From an optimization exercise on the open Yosys and OpenROAD flow, aimed at small area; shortcuts taken in it are not production practice. The RTL was checked by simulation tests, not by an equivalence proof against the original design. Power figures rest on the tool's default switching activity, not on a simulated workload.

`design/flow/config.mk`:
```
export PLATFORM = sky130hd
export DESIGN_NAME = register_file_sb
export DESIGN_NICKNAME = register_file_sb
export VERILOG_FILES = /design/flow/design.v
export SDC_FILE = /design/flow/constraint.sdc
export NUM_CORES = 4
export LEC_CHECK = 0
export CAP_MARGIN = 20
export CORE_MARGIN = 2
export CORE_UTILIZATION = 50
export SLEW_MARGIN = 20
export SYNTH_HIERARCHICAL = 1
```
`design/flow/constraint.sdc`:
```
create_clock -name core_clock -period 7.0 [get_ports {clk_i}]
set_input_delay 1.4000 -clock core_clock [delete_from_list [all_inputs] [get_ports {clk_i}]]
set_output_delay 1.4000 -clock core_clock [all_outputs]
set_load 0.01 [all_outputs]
```
`design/flow/design.v`:
```
module register_file_sb #(
    parameter  int DATA_WIDTH   = 32,
    parameter  int NUM_REGISTER = 32,
    parameter  int NUM_READ     = 2,
    localparam int AW           = $clog2(NUM_REGISTER)
) (
    input  logic                           clk_i,
    input  logic                           rst_n_i,
    input  logic                           we_i,
    input  logic [AW-1:0]                  rd_addr_i,
    input  logic [DATA_WIDTH-1:0]          rd_i,
    input  logic                           issue_i,
    input  logic [AW-1:0]                  issue_addr_i,
    input  logic                           flush_i,
    input  logic [NUM_READ*AW-1:0]         rs_addr_i,
    output logic [NUM_READ*DATA_WIDTH-1:0] rs_data_o,
    output logic [NUM_READ-1:0]            hazard_o,
    output logic [AW:0]                    busy_cnt_o
);
    localparam int CW = AW + 1;
    logic [DATA_WIDTH-1:0]   regs_q [1:NUM_REGISTER-1];
    logic [NUM_REGISTER-1:0] valid_q;
    logic [NUM_REGISTER-1:0] busy_q, busy_d;
    logic [CW-1:0]           busy_cnt_q, busy_cnt_d;
    logic [NUM_REGISTER-1:0] wsel;
    always_comb begin
        for (int i = 0; i < NUM_REGISTER; i++) wsel[i] = we_i && (rd_addr_i == AW'(i));
        wsel[0] = 1'b0;
    end
    logic [NUM_REGISTER-1:0] wsel_n;
    assign wsel_n = ~wsel;
    logic [DATA_WIDTH-1:0] regs_d [1:NUM_REGISTER-1];
    for (genvar i = 1; i < NUM_REGISTER; i++) begin : g_word
        rf_hold #(.W(DATA_WIDTH)) u_hold (
            .s_i(wsel[i]), .s_n_i(wsel_n[i]), .d_i(rd_i), .q_i(regs_q[i]), .y_o(regs_d[i])
        );
    end
    for (genvar i = 1; i < NUM_REGISTER; i++) begin : g_store
        always_ff @(posedge clk_i) regs_q[i] <= regs_d[i];
    end
    always_ff @(posedge clk_i or negedge rst_n_i) begin
        if (!rst_n_i) begin
            valid_q <= '0;
        end else begin
            valid_q <= valid_q | wsel;
        end
    end
    always_comb begin
        busy_d = busy_q;
        if (flush_i) begin
            busy_d = '0;
        end else begin
            if (we_i)    busy_d[rd_addr_i]    = 1'b0;
            if (issue_i) busy_d[issue_addr_i] = 1'b1;
        end
        busy_d[0] = 1'b0;
    end
    logic cnt_dec, cnt_inc;
    assign cnt_dec = we_i && (rd_addr_i != '0) && busy_q[rd_addr_i];
    assign cnt_inc = issue_i && (issue_addr_i != '0) &&
                     (!busy_q[issue_addr_i] || (we_i && rd_addr_i == issue_addr_i));
    always_comb begin
        if (flush_i)                busy_cnt_d = '0;
        else if (cnt_inc && !cnt_dec) busy_cnt_d = busy_cnt_q + CW'(1);
        else if (cnt_dec && !cnt_inc) busy_cnt_d = busy_cnt_q - CW'(1);
        else                        busy_cnt_d = busy_cnt_q;
    end
    always_ff @(posedge clk_i or negedge rst_n_i) begin
        if (!rst_n_i) begin
            busy_q     <= '0;
            busy_cnt_q <= '0;
        end else begin
            busy_q     <= busy_d;
            busy_cnt_q <= busy_cnt_d;
        end
    end
    assign busy_cnt_o = busy_cnt_q;
    localparam int NG = (NUM_REGISTER - 1 + 2) / 3;
    for (genvar p = 0; p < NUM_READ; p++) begin : g_read
        logic [AW-1:0]           addr;
        logic [NUM_REGISTER-1:0] dsel;
        logic [NUM_REGISTER-1:0] vsel;
        logic                    haz;
        assign addr = rs_addr_i[p*AW +: AW];
        always_comb begin
            for (int i = 0; i < NUM_REGISTER; i++) dsel[i] = (addr == AW'(i));
            vsel = dsel & valid_q;
            vsel[0] = 1'b0;
            haz  = 1'b0;
            for (int i = 1; i < NUM_REGISTER; i++) haz = haz | (dsel[i] & busy_q[i]);
        end
        for (genvar b = 0; b < DATA_WIDTH; b++) begin : g_bit
            logic [NG-1:0] grp_n;
            for (genvar g = 0; g < NG; g++) begin : g_grp
                localparam int I0 = 1 + 3 * g;
                if (I0 + 2 < NUM_REGISTER) begin : g_3
                    rf_aoi3 u_aoi (
                        .a0_i(vsel[I0]),   .b0_i(regs_q[I0][b]),
                        .a1_i(vsel[I0+1]), .b1_i(regs_q[I0+1][b]),
                        .a2_i(vsel[I0+2]), .b2_i(regs_q[I0+2][b]),
                        .y_n_o(grp_n[g])
                    );
                end else if (I0 + 1 < NUM_REGISTER) begin : g_2
                    assign grp_n[g] = ~((vsel[I0] & regs_q[I0][b]) | (vsel[I0+1] & regs_q[I0+1][b]));
                end else begin : g_1
                    assign grp_n[g] = ~(vsel[I0] & regs_q[I0][b]);
                end
            end
            assign rs_data_o[p*DATA_WIDTH + b] = ~&grp_n;
        end
        assign hazard_o[p] = haz;
    end
endmodule
module rf_hold #(
    parameter int W = 32
) (
    input  logic         s_i,
    input  logic         s_n_i,
    input  logic [W-1:0] d_i,
    input  logic [W-1:0] q_i,
    output logic [W-1:0] y_o
);
    assign y_o = ({W{s_i}} & d_i) | ({W{s_n_i}} & q_i);
endmodule
module rf_aoi3 (
    input  logic a0_i,
    input  logic b0_i,
    input  logic a1_i,
    input  logic b1_i,
    input  logic a2_i,
    input  logic b2_i,
    output logic y_n_o
);
    assign y_n_o = ~((a0_i & b0_i) | (a1_i & b1_i) | (a2_i & b2_i));
endmodule
```
`design/flow/flow/run.sh`:
```
#!/bin/bash
# Own layout flow: the standard synthesis unchanged, then the standard ORFS
# steps with two settings changed:
#   - every port still gets a buffer, but a plain sky130_fd_sc_hd__buf_1 rather
#     than the clock-delay cell that buffer_ports picks by default (repair may
#     resize it later);
#   - clock tree synthesis uses one clock buffer type, larger sink clusters and
#     no dummy loads.
# Each step's full output goes to its own log file in this folder (ORFS also
# keeps its per-step logs under orfs/logs/).
set -euo pipefail
bash standard.sh synth > synth.log 2>&1
bash standard.sh \
  "BUFFER_PORTS_ARGS=-buffer_cell sky130_fd_sc_hd__buf_1" \
  "CTS_ARGS=-sink_clustering_enable -repair_clock_nets -dont_use_dummy_load -buf_list sky130_fd_sc_hd__clkbuf_16 -sink_clustering_size 24 -sink_clustering_max_diameter 80" \
  finish > layout.log 2>&1
```
`design/flow/standard.sh`:
```
#!/bin/bash
# synth_recipe.tcl (not shown) runs the flow's synth.tcl, then flattens the netlist and writes it again
# the make line also repeats each setting of config.mk as NAME=value (left out here)
make -C /OpenROAD-flow-scripts/flow DESIGN_CONFIG=/design/flow/config.mk WORK_HOME=/design/flow/orfs CLKGATE_MAP_FILE= SYNTH_SCRIPT=/design/flow/synth_recipe.tcl "${@:-finish}"
```
==> results.cfg, run 1 <==
[timing]
drv_slew = 0
timing.final.crit_share_pct = 94.3
tightestPinTransition_ns = 1.21
fin_skew_ns = 0.0231
setup_viol = 0
hold_viol_final = 0
fmax_mhz = 151
relSlewSlack_pct = 19.5
grt_setup_unrepaired = false
fin_setup_tns_ns = 0
fin_crit_ns = 6.60

[setup_path]
slowest_stage = and3_1
critPathRequiredTime_ns = 5.60
r2r_start = busy_q[13]$_DFF_PN0_
crit_top_cell = buf_1
cp.arrival_ns = 5.20
cp_slowest_stage_delay_ns = 0.56
critPathLaunchType = input port
endpoint_kind = output port
startpoint = rs_addr_i[6]
path_max_fanout = 20
crit_path_cell_trace = buf_1, nor2b_1, and2_1, and3_1, buf_4, a222oi_1, nand4_1, a2111o_1, buf_1
crit_type = in -> out

[drt]
final_antenna_net_count = 0
post_drt_wl_per_cell_um = 39.9
routed_wl_mm = 199
via_count = 42100
first_iter_violations = 9837
drtPass1Iterations = 13
via_per_inst = 8.45
drc = 0

[die]
ios = 129
die_h_um = 301
start_util_pct = 50.2
num_rows = 109
die_w_um = 301
die-area_mm2 = 0.0909
core-area_mm2 = 0.0881

[cells_and_area]
drive_gt1_share_pct = 9.18
layout-area-overhead-vs-synth_pct = 4.91
nNetsFinal = 3887
fillerInstances = 7774
fin_area_mm2 = 0.0464

[clock_network]
post_cts_resized = 0
cts-root-buf = clkbuf_16
cts_buffers = 53
cts_num_sinks = 1060
cts_tree = done
postCtsSetupRepairBufs = 0
clock_path_buffers = 3
postCtsHoldBufs = 0
htree_num_levels = 2
clock_insertion_delay_worst_skew_ns = 0.66
clk_pin_slew_ns = 0.09

[logic_synthesis]
syn_inst = 3710
synth_cell_type_count = 64
syn-cell-area_mm2 = 0.0442
ys_ff_latch = 1060
synth_top_cell_by_area = dfxtp_1
ys_async_sr_fraction_pct = 6.42
yosysTopAreaCellShare_pct = 44.9
synthTopCellsByArea = dfxtp_1, a22o_1, a222oi_1
syn_nets = 3783
seq_area_frac_synth_pct = 48.7
synth-edff-count = 0
synth_warnings = 10
synth.avg_cell_area_um2 = 11.9
ys_dominant_reg_cell = dfxtp_1

[outcome]
outcome = timing/DRC/antenna clean

[power_and_ir_drop]
powerDensity_mw_per_mm2 = 291
p_leak_uw = 0.0193
ir_drop_mv = 0.253

[placed_design]
routabilityCongestion = 0.950
dpl-instance-area_mm2 = 0.0451
numPortBuffers = 128
dp_hpwl_mm = 117

[global_route]
grt.met3_usage_pct = 15.3
grt_use_met2_pct = 60.6
grt_pass1_vias = 40100
grt.total_usage_pct = 41.6
antenna_found_initial = 14
grt-busiest-layer = met2
grt_pass1_wl_mm = 281
overflow = 0
grt_start_max_net_pins = 69
grt_use_met1_pct = 54.3

[min_path]
hold_class = reg -> reg
holdCritStartpoint = valid_q[30]$_DFF_PN0_

[job]
drv_cap = 0
cells by family after synthesis:
logic type / after synthesis / synth area share (%)
buffers and inverters: 278 / 5.66
AOI/OAI and AO/OA: 1823 / 37.7
xor gates and xnor gates: 16 / 0.317
muxes: 35 / 1.34
and+or+nand+nor: 482 / 5.81
adders and majority gates: 16 / 0.469
DFF: 1060 / 48.7
power breakdown:
| group | switching, µW | internal (µW) | total (µW) |
|---|---|---|---|
| Clock | 2020 | 1350 | 3370 |
| Combinational | 975 | 987 | 1960 |
| Sequential | 967 | 7210 | 8180 |
| Total | 3960 | 9550 | 13500 |
cells in the mapped netlist, types with 10 or more instances:
master and n:
nand2b_1 27, and2_1 14, clkbuf_1 26, buf_6 191, a22o_2 62, xnor2_1 12, nand2_1 153, nor2b_1 12
and3_1 74, a2111o_1 63, nor3_1 10, ha_1 15, a222oi_1 641, dfxtp_1 992, nand4_1 129, nand3_1 13
dfrtp_1 68, mux4_2 12, o21ai_0 43, a21oi_1 45, nor2_1 26, inv_1 49, a22o_1 932
registers in the layout (all words and copies together) (netlist names):
register,cells
busy_cnt_q,6
busy_q,31
regs_q,992
valid_q,31
layout by cell type (no fill, tap or decap), types with 10 or more instances in the layout:
master	count
a2111o_1	63
a21oi_1	45
a222oi_1	641
a22o_1	932
a22o_2	62
and2_1	14
and3_1	50
and3_2	24
buf_1	117
buf_4	148
clkbuf_16	53
clkbuf_2	10
dfrtp_1	68
dfxtp_1	992
ha_1	15
inv_1	48
mux4_2	12
nand2_1	142
nand2_2	11
nand2b_1	27
nand3_1	13
nand4_1	129
nor2_1	24
nor2b_1	12
nor3_1	10
o21ai_0	43
xnor2_1	12
Yosys stat by module (local to each module, per instance), a selection:
| module | area (µm²) | cells | times used | flip-flops and latches |
|---|---|---|---|---|
| register_file_sb | 27000 | 1892 | 1 | 1060 |
| rf_aoi3 | 10.0 | 1 | 640 | 0 |
worst paths after layout:
kind,depth (start not counted),slack [ns],to
min,1,0.48,valid_q[30]$_DFF_PN0_
max in group asynchronous,2,5.35,valid_q[14]$_DFF_PN0_
max reg2reg,13,2.81,busy_cnt_q[5]$_DFFE_PN0P_
min reg2reg,1,0.48,valid_q[30]$_DFF_PN0_
max,9,0.40,rs_data_o[51]
min in group asynchronous,2,0.98,busy_q[8]$_DFF_PN0_
metrics by stage:
step	total power (µW)	hold slack (ns)	setup slack, ns	utilization [%]	instances
finish	13500	0.483	0.397	52.7	4981
global route	13900	0.500	0.427	52.7	4977
CTS	13400	0.481	0.712	52.7	4977
global placement	9970	0.457	0.879	51.2	4924
floorplan	9280	0.440	2.09	-	3710
detailed placement	10100	0.458	0.710	51.2	4924
worst max-delay path, delay by kind of cell:
kind,cells,cell delay [ns]
AO/OA/AOI/OAI,2,0.96
buffers and inverters,3,1.12
AND/OR/NAND/NOR,4,1.69
final cells by class:
| class | count | area, µm² | area share (%) |
|---|---|---|---|
| clock buffers | 53 | 1330 | 2.86 |
| diodes | 4 | 10.0 | 0.0216 |
| multi-input cells | 2372 | 20200 | 43.6 |
| flip-flops and latches | 1060 | 21600 | 46.5 |
| repair buffers | 277 | 1630 | 3.50 |
| inverters | 50 | 188 | 0.404 |
| well taps | 1165 | 1460 | 3.14 |
layer usage:
layer | wire (µm) | part of all wire [%] | up-vias
met3 | 31300 | 16 | 786
met2 | 83200 | 42 | 4033
met1 | 73800 | 37 | 20700
met5 | 210 | 0.11 | -
met4 | 10300 | 5.2 | 26
li1 | - | - | 16500
==> run 2: changes to the inputs <==
--- a/design/flow/flow/run.sh
+++ b/design/flow/flow/run.sh
@@ -13,4 +13,4 @@
 bash standard.sh \
   "BUFFER_PORTS_ARGS=-buffer_cell sky130_fd_sc_hd__buf_1" \
-  "CTS_ARGS=-sink_clustering_enable -repair_clock_nets -dont_use_dummy_load -buf_list sky130_fd_sc_hd__clkbuf_16 -sink_clustering_size 24 -sink_clustering_max_diameter 80" \
+  "CTS_ARGS=-sink_clustering_enable -repair_clock_nets -dont_use_dummy_load -buf_list sky130_fd_sc_hd__clkbuf_8 -sink_clustering_size 16 -sink_clustering_max_diameter 60" \
   finish > layout.log 2>&1
==> run 2 against run 1 <==
Still clean on timing, DRC and antenna. Non-clock buffer count unchanged. Die area unchanged. Fmax increased by 1.3%. Synthesized cell count unchanged. Design area decreased by 0.18%. Routed wire length increased by 0.33%. Sequential share of layout area increased by 0.083 points. Critical endpoint unchanged. Largest power group unchanged.
==> results.cfg, run 2 <==
[logic_synthesis]
synth-edff-count = 0
ys_ff_latch = 1060
synth.most_common_cell = dfxtp_1
syn_nets = 3783
synthTopCellsByArea = dfxtp_1, a22o_1, a222oi_1
synthTopCellsByCount = dfxtp_1, a22o_1, a222oi_1, buf_6, nand2_1
ys_async_sr_fraction_pct = 6.42
ys_dominant_reg_cell = dfxtp_1
syn-cell-area_mm2 = 0.0442
synth_warnings = 10
yosysTopAreaCellShare_pct = 44.9
seq_area_frac_synth_pct = 48.7
synth.avg_cell_area_um2 = 11.9
syn_inst = 3710
synth_top_cell_by_area = dfxtp_1
synth_cell_type_count = 64

[timing]
fin_skew_ns = 0.0804
hold_viol_final = 0
grt_setup_unrepaired = false
drv_slew = 0
fmax_mhz = 153
fin_setup_tns_ns = 0
tightestPinTransition_ns = 1.25
relSlewSlack_pct = 16.9
timing.hold.ws_ns = 0.482
fin_crit_ns = 6.52
setup_viol = 0
timing.final.crit_share_pct = 93.1

[setup_path]
crit_top_cell = buf_1
crit_type = in -> out
critPathRequiredTime_ns = 5.60
crit_buf_inv = 3
slowest_stage = and3_1
critPathLaunchType = input port
crit_family = simple AND/OR/NAND/NOR gates
cp_slowest_stage_delay_ns = 0.58
crit_path_cell_trace = buf_1, nor2b_1, and2_1, and3_1, buf_4, a222oi_1, nand4_1, a2111o_1, buf_1
endpoint_kind = output port
startpoint = rs_addr_i[6]
r2r_start = busy_q[13]$_DFF_PN0_
worstSetupPathDepth = 9
reg2reg_depth = 13
path_max_fanout = 20
cp.arrival_ns = 5.12

[clock_network]
postCtsHoldBufs = 0
cts_buffers = 90
cts_num_sinks = 1060
clock_path_buffers = 3
postCtsSetupRepairBufs = 0
clock_insertion_delay_worst_skew_ns = 0.76
htree_num_levels = 3
clk_pin_slew_ns = 0.06
post_cts_resized = 0
cts-root-buf = clkbuf_8
cts_tree = done

[cells_and_area]
final_common_cell = dfxtp_1
drive_gt1_share_pct = 10.1
nNetsFinal = 3924
final_cells = 5020
largest_reg_flops = 992
final_cell_mix = dfxtp_1, a22o_1, a222oi_1, buf_4, nand2_1
largest_registers = regs_q: 992 flops, busy_q: 31 flops, valid_q: 31 flops
fillerInstances = 7803
layout-area-overhead-vs-synth_pct = 4.73
regMostFlops = regs_q

[placed_design]
routabilityCongestion = 0.950
dp_hpwl_mm = 117
numPortBuffers = 128
dp_cells = 4924

[min_path]
hold_class = reg -> reg
holdCritStartpoint = valid_q[4]$_DFF_PN0_
min_path_cells = 1

[global_route]
grt_start_max_net_pins = 69
grt_pass1_wl_mm = 282
antenna_found_initial = 16
overflow = 0
grt_pass1_vias = 40400
grt.total_usage_pct = 41.8

[drt]
drtPass1Iterations = 14
routed_wl_mm = 199
first_iter_violations = 9805
wl_met1_mm = 72.6
via_count = 42400
highest_layer = met5
dr_wl_met3_mm = 33.0
post_drt_wl_per_cell_um = 39.7
via_per_inst = 8.44
final_antenna_net_count = 0
met2_length_mm = 82.5
drc = 0

[die]
ios = 129
core-area_mm2 = 0.0881
num_rows = 109
die-area_mm2 = 0.0909
die_h_um = 301
die_w_um = 301
start_util_pct = 50.2

[power_and_ir_drop]
p_leak_uw = 0.0193
ir_drop_mv = 0.182
powerDensity_mw_per_mm2 = 288

[job]
drv_cap = 0

[outcome]
outcome = timing/DRC/antenna clean
[run 2: cell counts after synthesis]
Identical to the previous run, type by type.
[run 2: metrics by stage]
stage	setup slack (ns)	instance area (µm²)	power, µW	utilization (%)
2_1_floorplan	2.09	44200	9280	-
3_3_place_gp	0.879	45100	9970	51.2
3_5_place_dp	0.710	45100	10100	51.2
4_1_cts	0.714	46300	13200	52.6
5_1_grt	0.426	46300	13800	52.6
6_report	0.480	46300	13300	52.6
[run 2: final timing paths]
kind	to	slack, ns
max	rs_data_o[51]	0.48
min	valid_q[4]$_DFF_PN0_	0.48
max reg2reg	busy_cnt_q[5]$_DFFE_PN0P_	2.75
min reg2reg	valid_q[4]$_DFF_PN0_	0.48
max in group asynchronous	valid_q[2]$_DFF_PN0_	5.39
min in group asynchronous	busy_q[29]$_DFF_PN0_	0.87
[run 2: worst register-to-register path, cell delays in order (launching register included)]
cell and delay, ns:
dfrtp_1 0.50, mux4_2 0.50, mux2i_1 0.18, mux2i_1 0.10, o211ai_1 0.53, o21ai_0 0.47
ha_1 0.41, a21o_1 0.18, a21oi_1 0.21, o21bai_1 0.10, a21oi_1 0.21, nor2b_1 0.17
o2bb2ai_1 0.15, mux2_2 0.35
[run 2: area by class of cell]
class	instances	area, µm²	area share, %
antenna	6	15.0	0.0324
clock buffer	90	1240	2.67
inverter	50	188	0.405
multi-input combinational	2372	20200	43.7
sequential	1060	21600	46.5
tap	1165	1460	3.15
timing repair buffer	277	1630	3.51
[run 2: layer usage]
metal | track usage, % | vias to the layer above
li1 | - | 16600
met1 | 54.4 | 20700
met2 | 60.2 | 4199
met3 | 16.1 | 867
met4 | 21.0 | 24
met5 | 0.0529 | -
[run 2: report_power, final]
part	total, µW	internal (µW)	switching (µW)
Combinational	1960	987	974
Sequential	8180	7210	968
Clock	3200	1150	2050
Total	13300	9350	4000
[run 2: cells by family after synthesis]
group	after synthesis	synth area share, %
buffers and inverters	278	5.66
AO/OA/AOI/OAI	1823	37.7
adder cells (fa/ha/maj)	16	0.469
AND/OR/NAND/NOR	482	5.81
flip-flops	1060	48.7
multiplexers	35	1.34
XOR/XNOR	16	0.317
[run 2: modules after synthesis (local to each module, per instance), a selection]
module,area [µm²],copies in the design,cells,flip-flops and latches
register_file_sb,27000,1,1892,1060
rf_aoi3,10.0,640,1,0
==> run 3: changes to the inputs <==
--- a/design/flow/flow/run.sh
+++ b/design/flow/flow/run.sh
@@ -13,4 +13,4 @@
 bash standard.sh \
   "BUFFER_PORTS_ARGS=-buffer_cell sky130_fd_sc_hd__buf_1" \
-  "CTS_ARGS=-sink_clustering_enable -repair_clock_nets -dont_use_dummy_load -buf_list sky130_fd_sc_hd__clkbuf_8 -sink_clustering_size 16 -sink_clustering_max_diameter 60" \
+  "CTS_ARGS=-sink_clustering_enable -repair_clock_nets -dont_use_dummy_load -buf_list sky130_fd_sc_hd__clkbuf_16 -sink_clustering_size 28 -sink_clustering_max_diameter 100" \
   finish > layout.log 2>&1
--- a/design/flow/config.mk
+++ b/design/flow/config.mk
@@ -6,7 +6,7 @@
 export NUM_CORES = 4
 export LEC_CHECK = 0
-export CAP_MARGIN = 20
+export CAP_MARGIN = 10
 export CORE_MARGIN = 2
 export CORE_UTILIZATION = 50
-export SLEW_MARGIN = 20
+export SLEW_MARGIN = 10
 export SYNTH_HIERARCHICAL = 1
==> run 3 against run 2 <==
Clock skew down 0.031 ns. Setup slack got worse by 0.042 ns. Count of clock-buffer cells in the layout fell by 45. Die area did not move. First-iteration DRC count up 2.3%. Still clean. Clock power down 2%. Global-route usage is 0.31 points lower. Largest cell class unchanged. Design area fell by 0.26%. Final cell count is 0.98% lower.
==> results.cfg, run 3 <==
[drt]
drtPass1Iterations = 14
via_count = 41800
first_iter_violations = 10000
post_drt_wl_per_cell_um = 39.9
final_antenna_net_count = 0
via_per_inst = 8.42
routed_wl_mm = 198
drc = 0

[cells_and_area]
largest_reg_flops = 992
nNetsFinal = 3879
regMostFlops = regs_q
final_cell_mix = dfxtp_1, a22o_1, a222oi_1, buf_4, nand2_1
drive_gt1_share_pct = 8.99
fin_area_mm2 = 0.0462
largest_registers = regs_q: 992 flops, busy_q: 31 flops, valid_q: 31 flops
final_common_cell = dfxtp_1
layout-area-overhead-vs-synth_pct = 4.45

[die]
die_w_um = 301
num_rows = 109
start_util_pct = 50.2
core-area_mm2 = 0.0881
ios = 129
die-area_mm2 = 0.0909
die_h_um = 301

[clock_network]
clock_path_buffers = 3
cts_tree = done
cts_num_sinks = 1060
cts_buffers = 45
postCtsSetupRepairBufs = 0
post_cts_resized = 0
htree_num_levels = 2
clk_pin_slew_ns = 0.10
cts-root-buf = clkbuf_16
clock_insertion_delay_worst_skew_ns = 0.64
postCtsHoldBufs = 0

[logic_synthesis]
syn_inst = 3710
seq_area_frac_synth_pct = 48.7
synth_warnings = 10
synthTopCellsByCount = dfxtp_1, a22o_1, a222oi_1, buf_6, nand2_1
syn_nets = 3783
synth.avg_cell_area_um2 = 11.9
synthTopCellsByArea = dfxtp_1, a22o_1, a222oi_1
ys_dominant_reg_cell = dfxtp_1
ys_ff_latch = 1060
ys_async_sr_fraction_pct = 6.42
yosysTopAreaCellShare_pct = 44.9
synth_top_cell_by_area = dfxtp_1
synth-edff-count = 0
syn-cell-area_mm2 = 0.0442
synth.most_common_cell = dfxtp_1
synth_cell_type_count = 64

[global_route]
grt_start_max_net_pins = 69
grt.met3_usage_pct = 14.5
grt_pass1_wl_mm = 281
grt_use_met2_pct = 61.4
grt_use_met1_pct = 54.3
grt.total_usage_pct = 41.5
grt_pass1_vias = 40000
antenna_found_initial = 16
grt-busiest-layer = met2
overflow = 0

[setup_path]
endpoint_kind = output port
crit_type = in -> out
cp.arrival_ns = 5.16
path_max_fanout = 17
critPathLaunchType = input port
critPathRequiredTime_ns = 5.60

[timing]
drv_slew = 0
relSlewSlack_pct = 17.6
hold_viol_final = 0
fin_crit_ns = 6.56
fin_setup_tns_ns = 0
timing.final.crit_share_pct = 93.7
grt_setup_unrepaired = false
fin_skew_ns = 0.0498
tightestPinTransition_ns = 1.24
fmax_mhz = 152
setup_viol = 0

[placed_design]
routabilityCongestion = 0.950
dpl-instance-area_mm2 = 0.0451
numPortBuffers = 128
dp_hpwl_mm = 117

[power_and_ir_drop]
powerDensity_mw_per_mm2 = 287
p_leak_uw = 0.0192
ir_drop_mv = 0.242

[outcome]
outcome = timing/DRC/antenna clean

[job]
drv_cap = 0

[min_path]
hold_class = reg -> reg
## run 3: cell types whose count changed in the layout (fill, tap and decap cells not counted)
cell	previous run	this run
diode_2	6	2
clkbuf_8	90	0
clkbuf_16	0	45
## run 3: per-layer routing
metal	share of wire (%)	up-vias
li1	-	16500
met3	16	838
met5	0.083	-
met2	42	4017
met1	37	20500
met4	5.1	24
## run 3: power by group
part,internal [µW],total [µW],switching (µW)
sequential,7210,8170,964
combinational,987,1960,971
clock,1160,3130,1970
total,9360,13300,3900
## run 3: metrics by stage
stage / hold WS, ns / util (%) / worst slack [ns] / std cells / total power (µW)
5_1_grt: 0.493 / 52.4 / 0.441 / 4970 / 13700
3_5_place_dp: 0.458 / 51.2 / 0.748 / 4924 / 10100
4_1_cts: 0.484 / 52.4 / 0.735 / 4969 / 13100
6_report: 0.490 / 52.4 / 0.439 / 4971 / 13300
3_3_place_gp: 0.457 / 51.2 / 0.879 / 4924 / 9970
2_1_floorplan: 0.440 / - / 2.09 / 3710 / 9280
## run 3: worst paths after layout
check / end / cells after the start / slack [ns] / from
worst max-delay path: rs_data_o[31] / 8 / 0.44 / rs_addr_i[2]
worst min-delay path: valid_q[10]$_DFF_PN0_ / 1 / 0.49 / valid_q[10]$_DFF_PN0_
worst max register to register: busy_cnt_q[5]$_DFFE_PN0P_ / 13 / 2.86 / busy_q[13]$_DFF_PN0_
worst min register to register: valid_q[10]$_DFF_PN0_ / 1 / 0.49 / valid_q[10]$_DFF_PN0_
max in group asynchronous: busy_q[15]$_DFF_PN0_ / 2 / 5.30 / rst_n_i
min in group asynchronous: busy_q[8]$_DFF_PN0_ / 2 / 1.01 / rst_n_i
## run 3: cells by family (layout without fill, tap and decap cells)
kind of cell / after synthesis / in the layout / share of synthesized area (%)
AO/OA/AOI/OAI: 1823 / 1823 / 37.7
XOR/XNOR: 16 / 16 / 0.317
adder cells (fa/ha/maj): 16 / 16 / 0.469
buffers and inverters: 278 / 372 / 5.66
flip-flops: 1060 / 1060 / 48.7
multiplexers: 35 / 35 / 1.34
other: 0 / 2 / 0
AND/OR/NAND/NOR: 482 / 482 / 5.81
## run 3: modules after synthesis (local to each module, per instance), a selection
module,times used,cells
register_file_sb,1,1892
rf_aoi3,640,1
## run 3: layout make-up
class	count	area, µm²
Fill cell	7783	41900
Sequential cell	1060	21600
Multi-Input combinational cell	2372	20200
Timing Repair Buffer	277	1630
Tap cell	1165	1460
Clock buffer	45	1130
Inverter	50	188
Antenna cell	2	5.00
## run 3: critical path, stage by stage
cell and delay [ns]:
buf_1 0.37, nor2b_1 0.82, and3_1 1.12, buf_4 0.47, a222oi_1 0.18, nand4_1 0.37, a2111o_1 0.24, buf_1 0.18
==> run 4: changes to the inputs <==
--- a/design/flow/design.v
+++ b/design/flow/design.v
@@ -32,7 +32,10 @@
     logic [DATA_WIDTH-1:0] regs_d [1:NUM_REGISTER-1];
     for (genvar i = 1; i < NUM_REGISTER; i++) begin : g_word
-        rf_hold #(.W(DATA_WIDTH)) u_hold (
-            .s_i(wsel[i]), .s_n_i(wsel_n[i]), .d_i(rd_i), .q_i(regs_q[i]), .y_o(regs_d[i])
-        );
+        for (genvar b = 0; b < DATA_WIDTH; b++) begin : g_bit
+            rf_hold u_hold (
+                .s_i(wsel[i]), .s_n_i(wsel_n[i]), .d_i(rd_i[b]), .q_i(regs_q[i][b]),
+                .y_o(regs_d[i][b])
+            );
+        end
     end
     for (genvar i = 1; i < NUM_REGISTER; i++) begin : g_store
@@ -112,14 +115,12 @@
     end
 endmodule
-module rf_hold #(
-    parameter int W = 32
-) (
-    input  logic         s_i,
-    input  logic         s_n_i,
-    input  logic [W-1:0] d_i,
-    input  logic [W-1:0] q_i,
-    output logic [W-1:0] y_o
+module rf_hold (
+    input  logic s_i,
+    input  logic s_n_i,
+    input  logic d_i,
+    input  logic q_i,
+    output logic y_o
 );
-    assign y_o = ({W{s_i}} & d_i) | ({W{s_n_i}} & q_i);
+    assign y_o = (s_i & d_i) | (s_n_i & q_i);
 endmodule
 module rf_aoi3 (
--- a/design/flow/config.mk
+++ b/design/flow/config.mk
@@ -8,5 +8,5 @@
 export CAP_MARGIN = 10
 export CORE_MARGIN = 2
-export CORE_UTILIZATION = 50
+export CORE_UTILIZATION = 60
 export SLEW_MARGIN = 10
 export SYNTH_HIERARCHICAL = 1
==> run 4 against run 3 <==
Sequential power about the same. Largest cell class unchanged. Register-to-register slack gained 0.41 ns. Still clean. Area after synthesis decreased by 5.0%. Routed wire length is 2.6% lower. Power fell by 1.1%. Design area down 0.47%. Critical path depth grew 1. Clock skew down 0.041 ns. Die area shrank 21%.
==> results.cfg, run 4 <==
[global_route]
grt_pass1_vias = 40900
grt_start_max_net_pins = 69
overflow = 0
grt_pass1_wl_mm = 274
antenna_found_initial = 7
grt.total_usage_pct = 51.3

[logic_synthesis]
synth_cell_type_count = 60
syn_nets = 3598
synth-edff-count = 0
synth.most_common_cell = a22o_1
ys_dominant_reg_cell = dfxtp_1
yosysTopAreaCellShare_pct = 47.2
synth_top_cell_by_area = dfxtp_1
syn-cell-area_mm2 = 0.0421
ys_async_sr_fraction_pct = 6.42
synth.avg_cell_area_um2 = 11.9
ys_ff_latch = 1060
seq_area_frac_synth_pct = 51.3
synth_warnings = 10
synthTopCellsByCount = a22o_1, dfxtp_1, a222oi_1, nand4_1, nand2_1
synthTopCellsByArea = dfxtp_1, a22o_1, a222oi_1
syn_inst = 3525

[timing]
tightestPinTransition_ns = 1.25
fin_setup_tns_ns = 0
setup_viol = 0
fin_crit_ns = 6.34
grt_setup_unrepaired = false
fin_skew_ns = 0.00910
relSlewSlack_pct = 16.6
drv_slew = 0
fmax_mhz = 158
timing.final.crit_share_pct = 90.6
hold_viol_final = 0

[setup_path]
path_max_fanout = 16
critPathRequiredTime_ns = 5.60
crit_type = in -> out
reg2reg_depth = 13
critPathLaunchType = input port
cp.arrival_ns = 4.94
endpoint_kind = output port

[clock_network]
cts_num_sinks = 1060
clock_insertion_delay_worst_skew_ns = 0.61
htree_num_levels = 2
postCtsSetupRepairBufs = 0
cts_tree = done
clk_pin_slew_ns = 0.10
postCtsHoldBufs = 0
cts-root-buf = clkbuf_16
clock_path_buffers = 3
cts_buffers = 43
post_cts_resized = 0

[power_and_ir_drop]
finalPower_uw = 13100
p_leak_uw = 0.0192
ir_drop_mv = 0.207
powerDensity_mw_per_mm2 = 285

[drt]
final_antenna_net_count = 0
drtPass1Iterations = 13
post_drt_wl_per_cell_um = 40.6
routed_wl_mm = 193
first_iter_violations = 10700
via_per_inst = 8.88
via_count = 42200
drc = 0

[outcome]
outcome = timing/DRC/antenna clean

[die]
die_w_um = 269
die-area_mm2 = 0.0722
start_util_pct = 60.4
die_h_um = 269
ios = 129
num_rows = 97
core-area_mm2 = 0.0697

[job]
drv_cap = 0

[cells_and_area]
drive_gt1_share_pct = 7.28
fillerInstances = 5426
largest_registers = regs_q: 992 flops, busy_q: 31 flops, valid_q: 31 flops
largest_reg_flops = 992
layout-area-overhead-vs-synth_pct = 9.38
final_common_cell = a22o_1
final_cell_mix = a22o_1, dfxtp_1, a222oi_1, buf_4, nand4_1
regMostFlops = regs_q
nNetsFinal = 3882

[min_path]
min_path_cells = 1
hold_class = reg -> reg

[placed_design]
numPortBuffers = 128
dp_hpwl_mm = 111
routabilityCongestion = 0.951
## run 4: worst max-delay path: stages
cell and delay (ns):
buf_1 0.51, nor3b_1 0.73, and3_1 0.96, buf_4 0.36, buf_4 0.25, a222oi_1 0.12, nand4_1 0.23, a2111o_1 0.17
buf_1 0.18
## run 4: metrics by stage
step                std cells  hold slack [ns]  instance area [µm²]  setup WS [ns]  utilization [%]
floorplan                3525            0.440                42100           2.10                -
global placement         4704            0.455                44900           1.02             64.5
detailed placement       4704            0.457                44900          0.928             64.5
CTS                      4747            0.487                46000          0.924             66.0
global route             4751            0.510                46000          0.649             66.0
finish                   4752            0.488                46000          0.655             66.0
## run 4: cells by family (layout without fill, tap and decap cells)
group / Yosys count / in the layout / share of synthesized area, %
simple gates: 479 / 479 / 6.17
other cells: 0 / 5 / 0
buf+inv: 97 / 379 / 0.970
mux: 35 / 35 / 1.36
compound gates: 1823 / 1823 / 39.4
fa+ha+maj: 16 / 16 / 0.494
xor+xnor: 15 / 15 / 0.312
flops: 1060 / 1060 / 51.3
## run 4: cell type report
class	instances	area, µm²	area share, %
diodes	5	12.5	0.0272
clock buffers	43	1080	2.34
inverters	45	169	0.367
multi-input cells	2368	20200	44.0
flip-flops and latches	1060	21600	46.9
well taps	940	1180	2.56
repair buffers	291	1750	3.81
## run 4: metal layers
| layer | part of all wire [%] | wire (µm) | global-route usage [%] | up-vias |
|---|---|---|---|---|
| li1 | - | - | - | 16500 |
| met1 | 33 | 63500 | 61.6 | 20200 |
| met2 | 40 | 77200 | 71.9 | 4352 |
| met3 | 17 | 33500 | 20.8 | 1141 |
| met4 | 9.8 | 18900 | 42.0 | 8 |
| met5 | 0.059 | 114 | 0.811 | - |
## run 4: power breakdown
part / switching [µW] / internal (µW) / total [µW]
Clock: 1890 / 1110 / 3000
Sequential: 945 / 7210 / 8160
Combinational: 982 / 977 / 1960
## run 4: modules after synthesis (local to each module, per instance)
module            cells  cell area (µm²)  times used  flops+latches
register_file_sb   1893            27000           1           1060
rf_aoi3               1             10.0         640              0
rf_hold               1             8.76         992              0
## run 4: final timing paths
kind | slack, ns | end | startpoint
setup / recovery | 0.66 | rs_data_o[18] | rs_addr_i[0]
hold / removal | 0.49 | valid_q[2]$_DFF_PN0_ | valid_q[2]$_DFF_PN0_
setup reg to reg | 3.27 | busy_cnt_q[5]$_DFFE_PN0P_ | busy_q[22]$_DFF_PN0_
hold reg to reg | 0.49 | valid_q[2]$_DFF_PN0_ | valid_q[2]$_DFF_PN0_
max in group asynchronous | 5.41 | valid_q[19]$_DFF_PN0_ | rst_n_i
min in group asynchronous | 0.98 | busy_cnt_q[0]$_DFFE_PN0P_ | rst_n_i
==> run 5: changes to the inputs <==
--- a/design/flow/flow/run.sh
+++ b/design/flow/flow/run.sh
@@ -6,5 +6,7 @@
 #     resize it later);
 #   - clock tree synthesis uses one clock buffer type, larger sink clusters and
-#     no dummy loads.
+#     no dummy loads;
+#   - after global routing, gates with positive slack are downsized
+#     (RECOVER_POWER).
 # Each step's full output goes to its own log file in this folder (ORFS also
 # keeps its per-step logs under orfs/logs/).
@@ -14,3 +16,4 @@
   "BUFFER_PORTS_ARGS=-buffer_cell sky130_fd_sc_hd__buf_1" \
   "CTS_ARGS=-sink_clustering_enable -repair_clock_nets -dont_use_dummy_load -buf_list sky130_fd_sc_hd__clkbuf_16 -sink_clustering_size 28 -sink_clustering_max_diameter 100" \
+  "RECOVER_POWER=100" \
   finish > layout.log 2>&1
==> run 5 against run 4 <==
Now fails the layout checks on max-capacitance violations, max-slew violations. Die area stayed put. Flip-flop and latch count stayed put. Clock power hardly changed. Highest routed layer unchanged.
==> results.cfg, run 5 <==
[global_route]
overflow = 0
grt_pass1_vias = 40900
grt.total_usage_pct = 51.3
grt_start_max_net_pins = 69
grt_pass1_wl_mm = 274
antenna_found_initial = 6

[logic_synthesis]
synth.most_common_cell = a22o_1
synth.avg_cell_area_um2 = 11.9
synth_top_cell_by_area = dfxtp_1
synth_warnings = 10
ys_async_sr_fraction_pct = 6.42
yosysTopAreaCellShare_pct = 47.2
synth_cell_type_count = 60
syn_inst = 3525
synth-edff-count = 0
synthTopCellsByArea = dfxtp_1, a22o_1, a222oi_1
ys_ff_latch = 1060
syn_nets = 3598
syn-cell-area_mm2 = 0.0421
seq_area_frac_synth_pct = 51.3
synthTopCellsByCount = a22o_1, dfxtp_1, a222oi_1, nand4_1, nand2_1
ys_dominant_reg_cell = dfxtp_1

[drt]
post_drt_wl_per_cell_um = 40.7
via_per_inst = 8.94
drtPass1Iterations = 14
drc = 0
routed_wl_mm = 193
final_antenna_net_count = 0
first_iter_violations = 10900
via_count = 42500

[clock_network]
cts_tree = done
postCtsSetupRepairBufs = 0
postCtsHoldBufs = 0
clock_path_buffers = 3
clk_pin_slew_ns = 0.10
cts_num_sinks = 1060
clock_insertion_delay_worst_skew_ns = 0.62
htree_num_levels = 2
cts-root-buf = clkbuf_16
cts_buffers = 43
post_cts_resized = 0

[timing]
fin_skew_ns = 0.0125
timing.hold.ws_ns = 0.491
timing.final.crit_share_pct = 96.2
fin_crit_ns = 6.74
drv_slew = 1559
grt_setup_unrepaired = false
fmax_mhz = 148
tightestPinTransition_ns = 3.90
setup_viol = 0
hold_viol_final = 0
fin_setup_tns_ns = 0
relSlewSlack_pct = -160

[min_path]
hold-path-endpoint = valid_q[2]$_DFF_PN0_
hold_class = reg -> reg
min_path_cells = 1
holdCritStartpoint = valid_q[2]$_DFF_PN0_

[setup_path]
reg2reg_slack_ns = 3.25
path_max_fanout = 16
crit_top_cell = clkbuf_1
crit_path_cell_trace = clkbuf_1, nor3b_1, and3_1, clkbuf_1, buf_4, a222oi_1, nand4_1, a2111o_1, buf_1
critPathRequiredTime_ns = 5.60
cp.arrival_ns = 5.34
endpoint_kind = output port
r2r_start = busy_q[22]$_DFF_PN0_
crit_type = in -> out
cp_slowest_stage_delay_ns = 0.96
slowest_stage = and3_1
critPathLaunchType = input port
reg2reg_depth = 13
reg2reg_to = busy_cnt_q[5]$_DFFE_PN0P_

[die]
core-area_mm2 = 0.0697
ios = 129
die-area_mm2 = 0.0722
start_util_pct = 60.4
num_rows = 97
die_w_um = 269
die_h_um = 269

[cells_and_area]
largest_registers = regs_q: 992 flops, busy_q: 31 flops, valid_q: 31 flops
nNetsFinal = 3882
drive_gt1_share_pct = 5.59
final_cell_mix = a22o_1, dfxtp_1, a222oi_1, nand4_1, nand2_1
layout-area-overhead-vs-synth_pct = 8.74
final_common_cell = a22o_1
regMostFlops = regs_q
largest_reg_flops = 992
final_cells = 4752

[outcome]
violations = max-capacitance violations, max-slew violations
outcome = finished with violations

[job]
drv_cap = 47

[power_and_ir_drop]
p_int_uw = 9300
seqPwrFrac_pct = 62.2
p_switching_uw = 3820
swShare_pct = 29.1
pwr-share-comb_pct = 14.9
clkPwrFrac_pct = 22.9
p_leak_uw = 0.0190
powerDensity_mw_per_mm2 = 287
ir_drop_mv = 0.205

[placed_design]
dp_cells = 4704
dp_hpwl_mm = 111
numPortBuffers = 128
routabilityCongestion = 0.951
## run 5: cell counts after synthesis
Identical to the previous run, type by type.
## run 5: logic make-up after synthesis
group	count (synthesis)	synth area share [%]
and+or+nand+nor	479	6.17
muxes	35	1.36
buffers and inverters	97	0.970
xor gates and xnor gates	15	0.312
DFF	1060	51.3
adders and majority gates	16	0.494
AOI/OAI and AO/OA	1823	39.4
## run 5: power by group through the flow
stage	combinational (µW)	clock (µW)	sequential, µW
after global routing	2040	3180	8270
after detailed placement	1860	0	8220
after CTS	1870	2980	8090
final	1960	3010	8160
after global placement	1780	0	8120
after floorplan	1260	0	7970
## run 5: final cells by class
cell class	instances	area, µm²
Fill cell	5480	23900
Sequential cell	1060	21600
Multi-Input combinational cell	2368	20200
Timing Repair Buffer	291	1540
Tap cell	940	1180
Clock buffer	43	1080
Inverter	45	169
Antenna cell	5	12.5
## run 5: through the flow
stage / power (µW) / worst slack [ns] / area (µm²) / util [%]
2_1_floorplan: 9230 / 2.10 / 42100 / -
3_3_place_gp: 9900 / 1.02 / 44900 / 64.5
3_5_place_dp: 10100 / 0.928 / 44900 / 64.5
4_1_cts: 12900 / 0.924 / 46000 / 66.0
5_1_grt: 13500 / 0.332 / 45700 / 65.6
6_report: 13100 / 0.264 / 45700 / 65.6
## run 5: worst max-delay path by stage
stage | cells after the start | slack (ns) | to | from
floorplan | 7 | 2.10 | rs_data_o[32] | rs_addr_i[5]
finish | 9 | 0.26 | rs_data_o[6] | rs_addr_i[0]
global route | 9 | 0.33 | rs_data_o[18] | rs_addr_i[0]
detailed placement | 9 | 0.93 | rs_data_o[6] | rs_addr_i[0]
global placement | 9 | 1.02 | rs_data_o[14] | rs_addr_i[0]
CTS | 9 | 0.92 | rs_data_o[18] | rs_addr_i[0]
## run 5: per-layer routing
layer	share of wire (%)	GRT usage, %	vias up	routed length [µm]
li1	-	-	16500	-
met1	33	61.6	20500	63400
met2	40	71.9	4307	77300
met3	17	20.8	1140	33400
met4	9.8	42.0	10	18900
met5	0.092	0.811	-	178
## run 5: critical path: cells and delay by family
family | cells | cell delay, ns
compound gates | 2 | 0.30
buf+inv | 4 | 1.68
simple gates | 3 | 1.92
## run 5: per-module statistics from Yosys, one instance, submodules excluded
module            area, µm²  cells  copies in the design  flops+latches
rf_hold                8.76      1                   992              0
register_file_sb      27000   1893                     1           1060
rf_aoi3                10.0      1                   640              0
==> run 6: changes to the inputs <==
==> design/flow/flow/run.sh (replaced) <==
#!/bin/bash
# Own layout flow: the standard synthesis unchanged, then the standard ORFS
# steps with two settings changed:
#   - every port still gets a buffer, but a plain sky130_fd_sc_hd__buf_1 rather
#     than the clock-delay cell that buffer_ports picks by default (repair may
#     resize it later);
#   - clock tree synthesis uses one clock buffer type, larger sink clusters and
#     no dummy loads.
# Each step's full output goes to its own log file in this folder (ORFS also
# keeps its per-step logs under orfs/logs/).
set -euo pipefail
bash standard.sh synth > synth.log 2>&1
bash standard.sh \
  "BUFFER_PORTS_ARGS=-buffer_cell sky130_fd_sc_hd__buf_1" \
  "CTS_ARGS=-sink_clustering_enable -repair_clock_nets -dont_use_dummy_load -buf_list sky130_fd_sc_hd__clkbuf_16 -sink_clustering_size 24 -sink_clustering_max_diameter 80" \
  finish > layout.log 2>&1
--- a/design/flow/config.mk
+++ b/design/flow/config.mk
@@ -6,7 +6,7 @@
 export NUM_CORES = 4
 export LEC_CHECK = 0
-export CAP_MARGIN = 10
+export CAP_MARGIN = 20
 export CORE_MARGIN = 2
-export CORE_UTILIZATION = 60
-export SLEW_MARGIN = 10
+export CORE_UTILIZATION = 50
+export SLEW_MARGIN = 20
 export SYNTH_HIERARCHICAL = 1
==> run 6 against run 5 <==
Design area rose by 1.5%. Highest routed layer unchanged. Die area grew 20%. The run now finishes clean. Non-clock buffer count down 3. Setup slack gained 0.52 ns. Worst hold slack worse by 0.014 ns. Count of clock-buffer cells in the layout is 10 higher. Power rose by 3.0%. Via count rose by 0.94%. First-iteration DRC count fell by 8.4%. Fmax increased by 8.3%.
==> results.cfg, run 6 <==
[logic_synthesis]
synthSimpleGateAreaFrac_pct = 6.17
synth.most_common_cell = a22o_1
synth_top_family_by_area = compound AO/OA/AOI/OAI gates
synth-xor-area-share_pct = 0.312
syn_inst = 3525
syn-cell-area_mm2 = 0.0421
synth_top_cell_by_area = dfxtp_1
ys_dominant_reg_cell = dfxtp_1
syn_nets = 3598
synthTopCellsByArea = dfxtp_1, a22o_1, a222oi_1
seq_area_frac_synth_pct = 51.3
ys_ff_latch = 1060
synth_compound_area_share_pct = 39.4
synth.avg_cell_area_um2 = 11.9
yosysTopAreaCellShare_pct = 47.2
ys_async_sr_fraction_pct = 6.42
synth_warnings = 10
synth_mux_area_share_pct = 1.36
yosys.area_share.adder_pct = 0.494
synthTopCellsByCount = a22o_1, dfxtp_1, a222oi_1, nand4_1, nand2_1
synth_cell_type_count = 60
synth-edff-count = 0

[drt]
wl_met1_mm = 73.8
met2_length_mm = 86.7
via_count = 42900
routed_wl_mm = 214
dr_wl_met3_mm = 36.5
post_drt_wl_per_cell_um = 43.6
highest_layer = met5
drc = 0
via_per_inst = 8.75
drtPass1Iterations = 15
final_antenna_net_count = 0
first_iter_violations = 9969

[global_route]
antenna_found_initial = 20
grt_pass1_vias = 41600
grt_pass1_wl_mm = 299
overflow = 0
grt_start_max_net_pins = 69
grt.total_usage_pct = 47.2

[clock_network]
cts_num_sinks = 1060
cts-root-buf = clkbuf_16
post_cts_resized = 0
clk_pin_slew_ns = 0.07
clock_path_buffers = 3
postCtsSetupRepairBufs = 0
clock_insertion_delay_worst_skew_ns = 0.65
htree_num_levels = 2
cts_buffers = 53
postCtsHoldBufs = 0
cts_tree = done

[cells_and_area]
fin_util_pct = 55.7
largest_registers = regs_q: 992 flops, busy_q: 31 flops, valid_q: 31 flops
final_common_cell = a22o_1
nNetsFinal = 3889
drive_gt1_share_pct = 7.60
largest_reg_flops = 992
final_cell_mix = a22o_1, dfxtp_1, a222oi_1, buf_4, nand4_1
regMostFlops = regs_q
layout-area-overhead-vs-synth_pct = 10.4

[timing]
fin_crit_ns = 6.22
drv_slew = 0
hold_viol_final = 0
fmax_mhz = 161
timing.hold.ws_ns = 0.477
grt_setup_unrepaired = false
fin_setup_tns_ns = 0
timing.final.crit_share_pct = 88.9
relSlewSlack_pct = 16.2
fin_skew_ns = 0.0495
setup_viol = 0
tightestPinTransition_ns = 1.26

[setup_path]
critPathRequiredTime_ns = 5.60
slowest_stage = and3_1
r2r_start = busy_q[21]$_DFF_PN0_
reg2reg_depth = 13
endpoint_kind = output port
cp.arrival_ns = 4.82
cp_slowest_stage_delay_ns = 0.78
reg2reg_to = busy_cnt_q[5]$_DFFE_PN0P_
crit_buf_inv = 3
crit_type = in -> out
crit_path_cell_trace = buf_1, nand2b_1, nor2_1, and3_1, buf_4, a222oi_1, nand4_1, a2111o_1, buf_1
crit_top_cell = buf_1
crit_family = simple AND/OR/NAND/NOR gates
reg2reg_slack_ns = 3.04
path_max_fanout = 22
critPathLaunchType = input port

[placed_design]
routabilityCongestion = 0.934
dp_hpwl_mm = 121
numPortBuffers = 128

[power_and_ir_drop]
powerDensity_mw_per_mm2 = 291
clkPwrFrac_pct = 24.9
seqPwrFrac_pct = 60.5
pwr-share-comb_pct = 14.6
swShare_pct = 29.4
ir_drop_mv = 0.244
p_int_uw = 9540
p_switching_uw = 3970
p_leak_uw = 0.0193

[min_path]
hold_class = reg -> reg
hold-path-endpoint = valid_q[17]$_DFF_PN0_
min_path_cells = 1
holdCritStartpoint = valid_q[17]$_DFF_PN0_

[job]
drv_cap = 0

[die]
num_rows = 106
start_util_pct = 50.4
die-area_mm2 = 0.0864
die_w_um = 294
ios = 129
die_h_um = 294
core-area_mm2 = 0.0834

[outcome]
outcome = timing/DRC/antenna clean
## run 6: how the worst max path moves through the flow
stage,start,end,slack (ns),depth (start not counted)
floorplan,rs_addr_i[5],rs_data_o[32],2.10,7
global placement,rs_addr_i[1],rs_data_o[21],1.0,9
detailed placement,rs_addr_i[1],rs_data_o[21],0.97,9
CTS,rs_addr_i[1],rs_data_o[21],0.96,9
global route,rs_addr_i[1],rs_data_o[21],0.72,9
finish,rs_addr_i[4],rs_data_o[18],0.78,9
## run 6: routing by layer
layer | up-vias | track usage (%)
met3 | 1090 | 21.0
met2 | 4124 | 67.2
met1 | 21100 | 58.0
li1 | 16500 | -
met5 | - | 1.08
met4 | 14 | 29.7
## run 6: layout make-up
| class | instances | area, µm² |
|---|---|---|
| inverters | 45 | 171 |
| flip-flops and latches | 1060 | 21600 |
| clock buffers | 53 | 1330 |
| repair buffers | 288 | 1750 |
| multi-input cells | 2368 | 20200 |
| well taps | 1080 | 1350 |
| diodes | 8 | 20.0 |
| fillers | 7154 | 37000 |
## run 6: modules after synthesis, one instance, submodules excluded
| module | flops+latches | cell area, µm² | copies in the design | cells |
|---|---|---|---|---|
| rf_aoi3 | 0 | 10.0 | 640 | 1 |
| register_file_sb | 1060 | 27000 | 1 | 1893 |
| rf_hold | 0 | 8.76 | 992 | 1 |
## run 6: through the flow
stage | instance area [µm²] | setup WS, ns | cells | power [µW]
6_report | 46400 | 0.780 | 4902 | 13500
5_1_grt | 46400 | 0.717 | 4896 | 13900
4_1_cts | 46400 | 0.964 | 4894 | 13300
3_5_place_dp | 45100 | 0.967 | 4841 | 10100
3_3_place_gp | 45000 | 0.999 | 4838 | 9970
2_1_floorplan | 42100 | 2.10 | 3525 | 9230
## run 6: logic make-up after synthesis
kind of cell	Yosys count
AO/OA/AOI/OAI	1823
flip-flops	1060
AND/OR/NAND/NOR	479
buffers and inverters	97
multiplexers	35
adder cells (fa/ha/maj)	16
XOR/XNOR	15
## run 6: power groups by stage
| stage | clock, µW | combinational, µW | sequential (µW) |
|---|---|---|---|
| after floorplan | 0 | 1260 | 7970 |
| after global placement | 0 | 1810 | 8160 |
| after detailed placement | 0 | 1880 | 8230 |
| after CTS | 3340 | 1890 | 8110 |
| after global routing | 3540 | 2060 | 8290 |
| final | 3370 | 1970 | 8180 |
## run 6: worst register-to-register path, stage by stage (launching register included)
cell      delay [ns]
dfrtp_1         0.61
mux4_1          0.32
mux2i_1         0.08
or2_2           0.32
and4_1          0.22
o21ai_0         0.59
ha_1            0.37
a21o_1          0.19
a21oi_1         0.24
o21bai_1        0.09
a21o_1          0.21
nor4_1          0.27
o21ai_0         0.15
nor3b_1         0.15

==> port drivers added, routing unchanged <==
Ports are ideal in the flow. The routed layouts listed here were re-timed in OpenROAD.
Step 1 sets driving cells, clkbuf_16 on the clock port and buf_2 on the other inputs (assumed; they add their load-dependent delay and slew).
Step 2, shift: input delay + t, output delay - t, t = (earliest + latest rising clock arrival at the registers) / 2. This alone moves slack from input paths to output paths.
Three values: no drivers, after step 1, after step 2; two values: the first two.
run | shift t [ns] | setup slack, ns | clock arrival spread, ns | worst data-port slew with drivers (ns)
run 1 | 0.736 | 0.397 / 0.353 / 0.353 | 0.071 / 0.071 | 0.11
run 2 | 0.789 | 0.480 / 0.419 / 0.419 | 0.107 / 0.108 | 0.11
run 3 | 0.703 | 0.439 / 0.316 / 0.316 | 0.089 / 0.090 | 0.12
run 4 | 0.705 | 0.655 / 0.558 / 0.558 | 0.053 / 0.053 | 0.14
run 5 | 0.705 | 0.264 / 0.162 / -0.274 | 0.057 / 0.057 | 0.14
run 6 | 0.712 | 0.780 / 0.747 / 0.747 | 0.084 / 0.084 | 0.13
For run 5, which loses most, drivers alone change the setup slack by -0.102 ns; drivers and shift together by -0.538 ns.
